From an optimization exercise on the open Yosys and OpenROAD flow, aimed at small area, a short achievable clock period and few clock cycles per item; shortcuts taken in it are not production practice.
The RTL was checked by simulation tests, not by an equivalence proof against the original design.
No activity file was given, so power comes from the tool's default toggle rates.

**design/flow/design.v**
```verilog
`default_nettype none
package rx_core_pkg;
	localparam int ADDR_WIDTH = 32;
	localparam int DATA_WIDTH = 32;
	localparam int WORD_BYTES = DATA_WIDTH / 8;
	localparam int LEN_WIDTH = 8;
	localparam int OFFSET_WIDTH = 16;
	localparam int REG_IDX_WIDTH = 2;
	typedef struct packed {
		logic [LEN_WIDTH-1:0] len;
		logic [OFFSET_WIDTH-1:0] offset;
	} rx_desc_t;
	typedef struct packed {
		logic write;
		logic [REG_IDX_WIDTH-1:0] index;
		logic [31:0] wdata;
	} reg_req_t;
	typedef struct packed {
		logic [ADDR_WIDTH-1:0] addr;
		logic [DATA_WIDTH-1:0] data;
	} mem_wr_t;
	typedef struct packed {
		logic [ADDR_WIDTH-1:0] addr;
		logic [LEN_WIDTH-1:0] len;
	} wr_cmd_t;
	localparam logic [REG_IDX_WIDTH-1:0] REG_CTRL = 2'd0;
	localparam logic [REG_IDX_WIDTH-1:0] REG_BASE = 2'd1;
	localparam logic [REG_IDX_WIDTH-1:0] REG_STATUS = 2'd2;
	localparam logic [REG_IDX_WIDTH-1:0] REG_COUNT = 2'd3;
	localparam int CTRL_RX_EN_BIT = 0;
	localparam int CTRL_IRQ_EN_BIT = 1;
endpackage
`default_nettype wire
`default_nettype none
module rx_fifo #(
	parameter int WIDTH = 32,
	parameter int DEPTH = 8
) (
	input wire logic clock,
	input wire logic rst_n_i,
	input wire logic push_valid_i,
	input wire logic [WIDTH-1:0] push_i,
	output logic push_ready_o,
	output logic pop_valid_o,
	output logic [WIDTH-1:0] pop_o,
	input wire logic pop_i
);
	localparam int PTR_WIDTH = (DEPTH > 1) ? $clog2(DEPTH) : 1;
	localparam int CNT_WIDTH = $clog2(DEPTH + 1);
	logic [WIDTH-1:0] mem [DEPTH];
	logic [PTR_WIDTH-1:0] wr_ptr;
	logic [PTR_WIDTH-1:0] rd_ptr;
	logic [CNT_WIDTH-1:0] count;
	logic do_push;
	logic do_pop;
	function automatic logic [PTR_WIDTH-1:0] next_ptr(input logic [PTR_WIDTH-1:0] ptr);
		if (ptr == PTR_WIDTH'(DEPTH - 1)) begin
			next_ptr = '0;
		end else begin
			next_ptr = ptr + 1'b1;
		end
	endfunction
	assign push_ready_o = (count != CNT_WIDTH'(DEPTH));
	assign pop_valid_o = (count != '0);
	assign do_push = push_valid_i && push_ready_o;
	assign do_pop = pop_i && pop_valid_o;
	assign pop_o = mem[rd_ptr];
	always_ff @(posedge clock or negedge rst_n_i) begin
		if (!rst_n_i) begin
			wr_ptr <= '0;
			rd_ptr <= '0;
			count <= '0;
		end else begin
			if (do_push) begin
				wr_ptr <= next_ptr(wr_ptr);
			end
			if (do_pop) begin
				rd_ptr <= next_ptr(rd_ptr);
			end
			case ({do_push, do_pop})
				2'b10: count <= count + 1'b1;
				2'b01: count <= count - 1'b1;
				default: count <= count;
			endcase
		end
	end
	always_ff @(posedge clock) begin
		if (do_push) begin
			mem[wr_ptr] <= push_i;
		end
	end
endmodule
`default_nettype wire
`default_nettype none
module rx_mmr (
	input wire logic clock,
	input wire logic rst_n_i,
	input wire logic reg_valid_i,
	input wire rx_core_pkg::reg_req_t reg_i,
	output logic reg_ready_o,
	output logic rvalid_o,
	output logic [31:0] rdata_o,
	input wire logic pkt_done_i,
	output logic rx_enable_o,
	output logic [rx_core_pkg::ADDR_WIDTH-1:0] desc_base_o,
	output logic irq_o
);
	logic rx_enable;
	logic irq_enable;
	logic [rx_core_pkg::ADDR_WIDTH-1:0] desc_base;
	logic pkt_status;
	logic [31:0] pkt_count;
	logic [31:0] read_mux;
	logic wr_en;
	logic rd_en;
	assign reg_ready_o = 1'b1;
	assign wr_en = reg_valid_i && reg_i.write;
	assign rd_en = reg_valid_i && !reg_i.write;
	always_comb begin
		read_mux = '0;
		case (reg_i.index)
			rx_core_pkg::REG_CTRL: begin
				read_mux[rx_core_pkg::CTRL_RX_EN_BIT] = rx_enable;
				read_mux[rx_core_pkg::CTRL_IRQ_EN_BIT] = irq_enable;
			end
			rx_core_pkg::REG_BASE: read_mux = 32'(desc_base);
			rx_core_pkg::REG_STATUS: read_mux[0] = pkt_status;
			default: read_mux = pkt_count;
		endcase
	end
	always_ff @(posedge clock or negedge rst_n_i) begin
		if (!rst_n_i) begin
			rx_enable <= 1'b0;
			irq_enable <= 1'b0;
			desc_base <= '0;
			pkt_status <= 1'b0;
			pkt_count <= '0;
			rvalid_o <= 1'b0;
		end else begin
			rvalid_o <= rd_en;
			if (wr_en && reg_i.index == rx_core_pkg::REG_CTRL) begin
				rx_enable <= reg_i.wdata[rx_core_pkg::CTRL_RX_EN_BIT];
				irq_enable <= reg_i.wdata[rx_core_pkg::CTRL_IRQ_EN_BIT];
			end
			if (wr_en && reg_i.index == rx_core_pkg::REG_BASE) begin
				desc_base <= rx_core_pkg::ADDR_WIDTH'(reg_i.wdata);
			end
			if (pkt_done_i) begin
				pkt_status <= 1'b1;
			end else if (wr_en && reg_i.index == rx_core_pkg::REG_STATUS && reg_i.wdata[0]) begin
				pkt_status <= 1'b0;
			end
			if (pkt_done_i) begin
				pkt_count <= pkt_count + 1'b1;
			end
		end
	end
	always_ff @(posedge clock) begin
		if (rd_en) begin
			rdata_o <= read_mux;
		end
	end
	assign rx_enable_o = rx_enable;
	assign desc_base_o = desc_base;
	assign irq_o = pkt_status && irq_enable;
endmodule
`default_nettype wire
`default_nettype none
module rx_desc_engine (
	input wire logic clock,
	input wire logic rst_n_i,
	input wire logic rx_enable_i,
	input wire logic [rx_core_pkg::ADDR_WIDTH-1:0] desc_base_i,
	input wire logic desc_valid_i,
	input wire rx_core_pkg::rx_desc_t desc_i,
	output logic desc_pop_o,
	output logic cmd_valid_o,
	output rx_core_pkg::wr_cmd_t cmd_o,
	input wire logic cmd_ready_i
);
	logic desc_pop;
	logic cmd_valid;
	logic cmd_taken;
	rx_core_pkg::wr_cmd_t cmd_q;
	logic [rx_core_pkg::ADDR_WIDTH-1:0] buf_addr;
	assign desc_pop = rx_enable_i && desc_valid_i && !cmd_valid;
	assign cmd_taken = cmd_valid && cmd_ready_i;
	assign buf_addr = desc_base_i + rx_core_pkg::ADDR_WIDTH'(desc_i.offset);
	always_ff @(posedge clock or negedge rst_n_i) begin
		if (!rst_n_i) begin
			cmd_valid <= 1'b0;
		end else if (desc_pop) begin
			cmd_valid <= 1'b1;
		end else if (cmd_taken) begin
			cmd_valid <= 1'b0;
		end
	end
	always_ff @(posedge clock) begin
		if (desc_pop) begin
			cmd_q.addr <= buf_addr;
			cmd_q.len <= desc_i.len;
		end
	end
	assign desc_pop_o = desc_pop;
	assign cmd_valid_o = cmd_valid;
	assign cmd_o = cmd_q;
endmodule
`default_nettype wire
`default_nettype none
module rx_dma_writer (
	input wire logic clock,
	input wire logic rst_n_i,
	input wire logic cmd_valid_i,
	input wire rx_core_pkg::wr_cmd_t cmd_i,
	output logic cmd_ready_o,
	input wire logic data_valid_i,
	input wire logic [rx_core_pkg::DATA_WIDTH-1:0] data_i,
	output logic data_pop_o,
	output logic mem_valid_o,
	output rx_core_pkg::mem_wr_t mem_o,
	input wire logic mem_ready_i,
	output logic done_o
);
	logic busy;
	logic done_q;
	logic [rx_core_pkg::ADDR_WIDTH-1:0] addr_q;
	logic [rx_core_pkg::LEN_WIDTH-1:0] remaining;
	logic cmd_accept;
	logic empty_cmd;
	logic beat;
	logic last_beat;
	assign cmd_ready_o = !busy;
	assign cmd_accept = cmd_valid_i && cmd_ready_o;
	assign empty_cmd = (cmd_i.len == '0);
	assign mem_valid_o = busy && data_valid_i;
	assign mem_o.addr = addr_q;
	assign mem_o.data = data_i;
	assign beat = mem_valid_o && mem_ready_i;
	assign last_beat = beat && (remaining == rx_core_pkg::LEN_WIDTH'(1));
	assign data_pop_o = beat;
	always_ff @(posedge clock or negedge rst_n_i) begin
		if (!rst_n_i) begin
			busy <= 1'b0;
			remaining <= '0;
			done_q <= 1'b0;
		end else begin
			done_q <= last_beat || (cmd_accept && empty_cmd);
			if (cmd_accept) begin
				busy <= !empty_cmd;
				remaining <= cmd_i.len;
			end else if (beat) begin
				remaining <= remaining - 1'b1;
				if (last_beat) begin
					busy <= 1'b0;
				end
			end
		end
	end
	always_ff @(posedge clock) begin
		if (cmd_accept) begin
			addr_q <= cmd_i.addr;
		end else if (beat) begin
			addr_q <= addr_q + rx_core_pkg::ADDR_WIDTH'(rx_core_pkg::WORD_BYTES);
		end
	end
	assign done_o = done_q;
endmodule
`default_nettype wire
`default_nettype none
module prism_rx_core #(
	parameter int META_DEPTH = 8,
	parameter int DATA_DEPTH = 64
) (
	input wire logic clock,
	input wire logic rst_n_i,
	input wire logic meta_valid_i,
	input wire rx_core_pkg::rx_desc_t meta_i,
	output logic meta_ready_o,
	input wire logic data_valid_i,
	input wire logic [rx_core_pkg::DATA_WIDTH-1:0] data_i,
	output logic data_ready_o,
	input wire logic reg_valid_i,
	input wire rx_core_pkg::reg_req_t reg_i,
	output logic reg_ready_o,
	output logic rvalid_o,
	output logic [31:0] rdata_o,
	output logic mem_valid_o,
	output rx_core_pkg::mem_wr_t mem_o,
	input wire logic mem_ready_i,
	output logic irq_o
);
	logic meta_head_valid;
	rx_core_pkg::rx_desc_t meta_head;
	logic meta_pop;
	logic data_head_valid;
	logic [rx_core_pkg::DATA_WIDTH-1:0] data_head;
	logic data_pop;
	logic rx_enable;
	logic [rx_core_pkg::ADDR_WIDTH-1:0] desc_base;
	logic cmd_valid;
	rx_core_pkg::wr_cmd_t cmd;
	logic cmd_ready;
	logic pkt_done;
	rx_fifo #(
		.WIDTH(rx_core_pkg::LEN_WIDTH + rx_core_pkg::OFFSET_WIDTH),
		.DEPTH(META_DEPTH)
	) meta_fifo_inst (
		.clock,
		.rst_n_i,
		.push_valid_i(meta_valid_i),
		.push_i(meta_i),
		.push_ready_o(meta_ready_o),
		.pop_valid_o(meta_head_valid),
		.pop_o(meta_head),
		.pop_i(meta_pop)
	);
	rx_fifo #(
		.WIDTH(rx_core_pkg::DATA_WIDTH),
		.DEPTH(DATA_DEPTH)
	) data_fifo_inst (
		.clock,
		.rst_n_i,
		.push_valid_i(data_valid_i),
		.push_i(data_i),
		.push_ready_o(data_ready_o),
		.pop_valid_o(data_head_valid),
		.pop_o(data_head),
		.pop_i(data_pop)
	);
	rx_mmr rx_mmr_inst (
		.clock,
		.rst_n_i,
		.reg_valid_i,
		.reg_i,
		.reg_ready_o,
		.rvalid_o,
		.rdata_o,
		.pkt_done_i(pkt_done),
		.rx_enable_o(rx_enable),
		.desc_base_o(desc_base),
		.irq_o
	);
	rx_desc_engine rx_desc_engine_inst (
		.clock,
		.rst_n_i,
		.rx_enable_i(rx_enable),
		.desc_base_i(desc_base),
		.desc_valid_i(meta_head_valid),
		.desc_i(meta_head),
		.desc_pop_o(meta_pop),
		.cmd_valid_o(cmd_valid),
		.cmd_o(cmd),
		.cmd_ready_i(cmd_ready)
	);
	rx_dma_writer rx_dma_writer_inst (
		.clock,
		.rst_n_i,
		.cmd_valid_i(cmd_valid),
		.cmd_i(cmd),
		.cmd_ready_o(cmd_ready),
		.data_valid_i(data_head_valid),
		.data_i(data_head),
		.data_pop_o(data_pop),
		.mem_valid_o,
		.mem_o,
		.mem_ready_i,
		.done_o(pkt_done)
	);
endmodule
`default_nettype wire
```
**design/flow/run.sh**
```bash
#!/bin/bash
# synth_recipe.tcl (not shown) runs the flow's synth.tcl, then flattens the netlist and writes it again
# the make line also repeats each setting of config.mk as NAME=value (left out here)
make -C /OpenROAD-flow-scripts/flow DESIGN_CONFIG=/design/flow/config.mk WORK_HOME=/design/flow/orfs CLKGATE_MAP_FILE= SYNTH_SCRIPT=/design/flow/synth_recipe.tcl finish
```
**design/flow/config.mk**
```make
export PLATFORM = sky130hd
export DESIGN_NAME = prism_rx_core
export DESIGN_NICKNAME = prism_rx_core
export VERILOG_FILES = /design/flow/design.v
export SDC_FILE = /design/flow/constraint.sdc
export NUM_CORES = 4
export LEC_CHECK = 0
export CAP_MARGIN = 20
export CORE_MARGIN = 2
export CORE_UTILIZATION = 45
export SLEW_MARGIN = 20
```
**design/flow/constraint.sdc**
```tcl
create_clock -name core_clock -period 5.5 [get_ports {clock}]
set_input_delay 1.1000 -clock core_clock [delete_from_list [all_inputs] [get_ports {clock}]]
set_output_delay 1.1000 -clock core_clock [all_outputs]
set_load 0.01 [all_outputs]
```
==> metrics.md <==
| Metric | Value |
|---|---|
| Global route total overflow | 0 |
| Yosys warning total | 5 |
| CTS root buffer | clkbuf_16 |
| Unrepaired setup endpoints after global routing | no |
| Post-Syn Area | 95800 µm² |
| Netlist cell types | 75 |
| Core Footprint | 212000 µm² |
| Vias in the first global route | 48800 |
| Htree depth | 5 |
| Largest net degree at the start of global routing | 77 |
| Synth Area in XOR/XNOR | 0.00941 |
| Final min period | 5.37 ns |
| Maximum fanout along the worst path | 16 |
| Status | timing/DRC/antenna clean |
| EDFF count, synth | 2344 |
| Io pins | 199 |
| Post-route cell area | 112000 µm² |
| Simple-gate share of the synthesized area | 0.0267 |
| Final Cycle Share | 0.977 |
| CTS buffer count | 276 |
| Reg2Reg Depth | 10 |
| Worst reg2reg endpoint | rx_desc_engine_inst.cmd_q[34] |
| Fin. max-slew vios | 0 |
| Max-slew headroom | 0.271 |
| Die area | 217000 µm² |
| Fin Hold WS | 0.193 ns |
| Clock skew | 0.0708 ns |
| Slew @ Worst Pin | 1.09 ns |
| Via/cell ratio | 5.99 |
| Reg clk slew, reported paths | 0.06 ns |
| # Max-Cap Violations | 0 |
| Starting Density | 0.452 |
| Multi-input gate area | 22000 µm² |
| Worst EP arrival | 4.27 ns |
| Worst VDD drop | 0.373 mV |
| Register area | 73100 µm² |
| Share of post-route cells with drive strength above 1 | 0.265 |
| Worst-Skew Late Latency | 0.90 ns |
| Final hold violation count | 0 |
| Die X | 465 µm |
| Via Count | 48200 |
| Worst setup SP type | flop |
| Nets | 5166 |
| Chip Height | 465 µm |
| Worst-case clock buffer depth | 4 |
| Worst R2R Start | meta_fifo_inst.rd_ptr[0] |
| Dominant synthesized flop cell | edfxtp_1 |
| Remaining DRCs | 0 |
| Fillers | 16500 |
| Synth Area in Compound Gates | 0.0318 |
| Post-synthesis cell count | 4536 |
| CTS tree | done |
| Leakage power | 35.6 nW |
| Syn Area/Cell | 21.1 µm² |
| Final Core Density | 0.527 |
| Mapped Nets | 4671 |
| Setup CP Type | reg2out |
| Iter 0 DRT Violations | 4961 |
| DP Wirelength | 141000 µm |
| Cell Pwr Density | 512 nW/µm² |
| # port buffers | 197 |
| Flops & latches, synth | 2452 |
| # clock sinks | 2452 |
| Initial antenna violation count | 19 |
| Post-Place Cell Area | 103000 µm² |
| Area Growth Syn to Fin | 16.4% |
| Final setup TNS | 0 ns |
| DR WL/cell | 30.5 µm |
| Pre-antenna DRT Iters | 7 |
| WL final | 246000 µm |
| Post-synthesis adder-cell area fraction | 0.00520 |
| HP Class | in2async |
| Row count | 169 |
| Total GRT Usage | 0.226 |
| Largest family of logic cells by synthesized area | multiplexers |
| Post-synth ARST share | 0.0440 |
| Reg2reg setup slack | 1.09 ns |
| WP data required | 4.40 ns |
| Critical Path End Type | primary output |
| # setup viols final | 0 |
| First-pass GRT wire length | 353000 µm |
| Mux cell area share after synthesis | 0.149 |
| Sequential area share after synthesis | 0.763 |
| F_max | 0.186 GHz |
| Antenna-violating nets left | 0 |
| Global placement routability congestion | 0.804 |
==> state kept, by name, summed over array words and instances, names as in the netlist, 4 cells and up <==
signal / flops
rx_mmr_inst.desc_base: 32
data_fifo_inst.wr_ptr: 6
rx_dma_writer_inst.remaining: 8
rx_mmr_inst.rdata_o: 32
data_fifo_inst.count: 7
data_fifo_inst.rd_ptr: 6
rx_dma_writer_inst.addr_q: 32
data_fifo_inst.mem: 2048
meta_fifo_inst.count: 4
meta_fifo_inst.mem: 192
rx_desc_engine_inst.cmd_q: 40
rx_mmr_inst.pkt_count: 32
==> Yosys cell counts, types with 11 or more instances <==
| library cell | instances | area (µm²) |
|---|---|---|
| nand4_1 | 19 | 119 |
| a221o_1 | 11 | 110 |
| o221ai_1 | 14 | 123 |
| nor2b_1 | 48 | 300 |
| xor2_1 | 48 | 420 |
| nand2b_1 | 18 | 113 |
| edfxtp_1 | 2344 | 70400 |
| mux2i_1 | 97 | 971 |
| a31oi_1 | 15 | 93.8 |
| a21o_1 | 17 | 128 |
| and3_1 | 14 | 87.6 |
| mux4_2 | 558 | 12600 |
| ha_1 | 35 | 438 |
| a2bb2oi_1 | 13 | 114 |
| a21oi_1 | 73 | 365 |
| clkbuf_1 | 88 | 330 |
| nand3_1 | 44 | 220 |
| o21ai_0 | 58 | 290 |
| a22oi_1 | 62 | 465 |
| a211oi_1 | 11 | 82.6 |
| a2111oi_0 | 11 | 96.3 |
| nor2_1 | 145 | 544 |
| a22o_1 | 36 | 315 |
| buf_4 | 38 | 285 |
| xnor2_1 | 55 | 482 |
| dfrtp_1 | 108 | 2700 |
| nor4_1 | 11 | 68.8 |
| o22ai_1 | 23 | 144 |
| buf_2 | 51 | 255 |
| mux2_2 | 65 | 732 |
| nand2_1 | 142 | 533 |
| nor3_1 | 34 | 170 |
| buf_1 | 29 | 109 |
| inv_1 | 22 | 82.6 |
| a221oi_1 | 37 | 324 |
| buf_6 | 24 | 270 |
==> area by class of cell <==
cell class	count	share of cell area
well taps	2821	0.0316
multi-input cells	1825	0.197
clock buffers	338	0.0653
inverters	26	0.000897
repair buffers	450	0.0404
diodes	10	0.000224
flip-flops and latches	2452	0.655
clock inverters	126	0.00940
==> logic make-up after synthesis <==
kind of cell    Yosys count
compound gates          434
buf+inv                 259
other cells               1
simple gates            527
flops                  2452
mux                     722
xor+xnor                103
fa+ha+maj                38
==> layer usage <==
layer | track usage | routed length, µm | up-vias
met5 | 0 | 109 | -
met4 | 0.0718 | 7650 | 16
met3 | 0.0452 | 19100 | 414
met2 | 0.357 | 116000 | 1964
met1 | 0.320 | 102000 | 25900
li1 | - | - | 19900
==> per-stage QoR <==
stage / total power, mW / setup WS, ns / instances
after floorplan: 33.2 / 1.43 / 4536
after global placement: 39.9 / -0.00481 / 7558
after detailed placement: 40.0 / 0.0357 / 7558
after CTS: 57.6 / -0.00162 / 8031
after global routing: 59.4 / 0.0298 / 8045
final: 57.2 / 0.126 / 8048
==> worst max-delay path by stage <==
stage                             startpoint                        to  slack, ns  depth (start not counted)
floorplan                       meta_valid_i  meta_fifo_inst.mem[0][0]       1.43                          2
global placement    data_fifo_inst.rd_ptr[0]                 mem_o[18]     -0.005                          9
detailed placement  data_fifo_inst.rd_ptr[0]                  mem_o[2]       0.04                          9
CTS                 data_fifo_inst.rd_ptr[2]                  mem_o[5]     -0.002                          8
global route        data_fifo_inst.rd_ptr[0]                 mem_o[18]       0.03                         10
finish              data_fifo_inst.rd_ptr[2]                  mem_o[5]       0.13                          8
==> worst max-delay path, stage by stage, from the launching register on <==
cell and delay (ns):
dfrtp_4 0.72, inv_4 0.21, buf_4 0.28, nor2_2 0.54, buf_4 0.31, a22oi_1 0.10, a21oi_1 0.37, or4b_4 0.26
clkdlybuf4s50_1 0.54
==> cells in the final DEF, fill, tap and decap left out, types with 11 or more instances in the layout <==
cell and instances:
a21o_1 17, a21oi_1 70, a221o_1 11, a221oi_1 36, a22o_1 36, a22oi_1 62, a2bb2oi_1 13, a31oi_1 15
and3_1 14, buf_12 51, buf_2 11, buf_4 215, bufinv_16 17, clkbuf_1 54, clkbuf_16 282, clkdlybuf4s50_1 163
clkinv_1 57, clkinv_2 35, dfrtp_1 101, edfxtp_1 2344, ha_1 35, inv_1 22, mux2_2 65, mux2i_1 97
mux4_2 558, nand2_1 141, nand2b_1 17, nand3_1 44, nand4_1 19, nor2_1 72, nor2_4 64, nor2b_1 43
nor3_1 27, o21ai_0 58, o221ai_1 13, o22ai_1 23, xnor2_1 55, xor2_1 48
==> power breakdown <==
group / switching, mW / internal [mW]
Sequential: 0.850 / 21.8
Clock: 7.15 / 10.2
Combinational: 9.44 / 7.75
==> timing repair <==
item,CTS,global route
hold endpoints to repair,0,0
endpoints found under the setup margin,32,12
gates cloned,1,0
hold buffers,0,0
resized for setup,14,7
setup buffers,8,6
Testbench counts, summed over its fixed seeds: cycles 23,404, items 18,385.

[afterwards: timing with drivers on the ports]
How much do the figures lean on ideal ports? The routed layout below was timed once more, with nothing changed but the port constraints.
Step 1, drivers: a clkbuf_16 drives clock and a buf_2 each remaining input, both assumed.
Step 2 times the ports against the registers' clock, not the clock port: input delays grow and output delays shrink by t, the midpoint of the rising clock arrivals with the driver on.
a / b / c = ideal / step 1 / step 2; a / b = the first two.
shift t [ns]: 0.964
setup slack, ns: 0.126 / 0.036 / 0.946
worst setup path after step 2: input to register
After both steps this run still meets setup and hold. For this run, drivers alone change the setup slack by -0.090 ns; drivers and shift together by +0.820 ns.
